This design comes from an exercise in tuning for small area and few clock cycles per item on the open sky130 flow, not from production work.
Function was checked by simulation only, so behaviour that the tests miss may differ from the original.
Power is estimated from default activity; no workload was simulated.

## beta
==> module i2csb_or_tail, before the edit <==
module i2csb_or_tail (
  input  logic [9:0] a,
  input  logic       a1, a2, b1, b2,
  output logic       y
);
  logic [2:0] u;
  logic       v;
  i2csb_nand4 u_n0 (.a (a[0]), .b (a[1]), .c (a[2]), .d (a[3]), .y (u[0]));
  i2csb_nand4 u_n1 (.a (a[4]), .b (a[5]), .c (a[6]), .d (a[7]), .y (u[1]));
  i2csb_nand2 u_n2 (.a (a[8]), .b (a[9]), .y (u[2]));
  i2csb_or3   u_o  (.a (u[0]), .b (u[1]), .c (u[2]), .y (v));
  i2csb_a221o u_ao (.a1 (a1), .a2 (a2), .b1 (b1), .b2 (b2), .c (v), .y (y));
endmodule
==> module i2csb_or3, before the edit <==
module i2csb_or3 (
  input  logic a, b, c,
  output logic y
);
  assign y = a | b | c;
endmodule
==> module i2csb_a221o, before the edit <==
module i2csb_a221o (
  input  logic a1, a2, b1, b2, c,
  output logic y
);
  assign y = (a1 & a2) | (b1 & b2) | c;
endmodule
==> module i2csb_mem, before the edit <==
module i2csb_mem (
  input  logic [31:0] sel,
  input  logic [31:0] data,
  output logic        rdata
);
  logic [9:0] t;
  for (genvar g = 0; g < 10; g++) begin : g_aoi
    i2csb_aoi222 u_aoi (
      .a1 (sel[3*g]),   .a2 (data[3*g]),
      .b1 (sel[3*g+1]), .b2 (data[3*g+1]),
      .c1 (sel[3*g+2]), .c2 (data[3*g+2]),
      .y  (t[g])
    );
  end
  i2csb_or_tail u_or (
    .a  (t),
    .a1 (sel[30]), .a2 (data[30]),
    .b1 (sel[31]), .b2 (data[31]),
    .y  (rdata)
  );
endmodule
clock: 5.0 ns
lec_check: 0
cap_margin: 20
core_margin: 2
core_utilization: 65
place_density: 0.75
slew_margin: 20
synth_hierarchical: 1
standard.sh (not shown) runs the stock make flow with config.mk's settings and CLKGATE_MAP_FILE= SYNTH_SCRIPT=/design/flow/synth_recipe.tcl, a recipe that flattens the netlist after the stock synthesis.
==> flow/flow/run.sh <==
#!/bin/bash
# The standard layout (the standard.sh, all ORFS steps unchanged) with two
# settings changed: the port buffers use the smallest buffer cell, and clock
# tree synthesis inserts no dummy loads and uses clkbuf_8 with small clusters.
set -euo pipefail
bash standard.sh \
  "BUFFER_PORTS_ARGS=-buffer_cell sky130_fd_sc_hd__buf_1" \
  "CTS_ARGS=-sink_clustering_enable -repair_clock_nets -dont_use_dummy_load -buf_list sky130_fd_sc_hd__clkbuf_8 -sink_clustering_size 20 -sink_clustering_max_diameter 60" \
  finish > standard_flow.log 2>&1
Testbench counts of beta, summed over its fixed seeds: cycles 37,060, items 32,308.
Changes in epsilon relative to beta:
==> flow/design.v, changed modules only <==
module i2csb_aoi22 (
  input  logic a1, a2, b1, b2,
  output logic y
);
  assign y = !((a1 & a2) | (b1 & b2));
endmodule
module i2csb_nand11 (
  input  logic [10:0] a,
  output logic        y
);
  assign y = !(&a);
endmodule
module i2csb_mem (
  input  logic [31:0] sel,
  input  logic [31:0] data,
  output logic        rdata
);
  logic [10:0] t;
  for (genvar g = 0; g < 10; g++) begin : g_aoi
    i2csb_aoi222 u_aoi (
      .a1 (sel[3*g]),   .a2 (data[3*g]),
      .b1 (sel[3*g+1]), .b2 (data[3*g+1]),
      .c1 (sel[3*g+2]), .c2 (data[3*g+2]),
      .y  (t[g])
    );
  end
  i2csb_aoi22 u_aoi_last (
    .a1 (sel[30]), .a2 (data[30]),
    .b1 (sel[31]), .b2 (data[31]),
    .y  (t[10])
  );
  i2csb_nand11 u_or (
    .a (t),
    .y (rdata)
  );
endmodule
// module i2csb_or_tail removed
// module i2csb_or3 removed
// module i2csb_a221o removed
### Flow results
- Looking at critical path's slowest cell, the sky130_fd_sc_hd__nor2_1 result is from epsilon; the sky130_fd_sc_hd__dfxtp_1 one comes from beta.
- Delta (epsilon minus beta): worst slack after detailed placement climbed 83 ps, cell count now sits at about the same level, post-layout utilization of the core increased by 0.26 points relative to the old numbers, total power draw flat.
- epsilon vs beta, global routing usage on met2 went down by 5.4 points.
- Compared with beta, epsilon shows flip-flop and latch share of the layout cell area lower by 0.27 points.
- Switching share of total power across beta and epsilon: no real change.
- beta → epsilon: fraction of layout cells with a size suffix above 1 increased 1.2 points, via count roughly the same.
Testbench counts of epsilon, summed over its fixed seeds: cycles 37,060, items 32,308.

## re-timing with driven ports
Ports are ideal in the flow. The routed layouts listed here were re-timed in OpenROAD. Step 1, drivers: a clkbuf_16 drives clk and a buf_2 each remaining input, both assumed. Step 2, shift: input delay + t, output delay - t, t = (earliest + latest rising clock arrival at the registers) / 2. This alone moves slack from input paths to output paths. Slacks: no drivers / after step 1 / after step 2; pairs: no drivers / after step 1.
| run | t (ns) | setup WS [ns] | worst setup path at the end | worst register clock-pin slew, ns |
|---|---|---|---|---|
| beta | 0.604 | 0.521 / 0.472 / 1.076 | register to output | 0.12 / 0.12 |
| epsilon | 0.605 | 0.583 / 0.534 / 1.140 | register to output | 0.12 / 0.12 |
After both steps setup and hold are still met in every run listed.
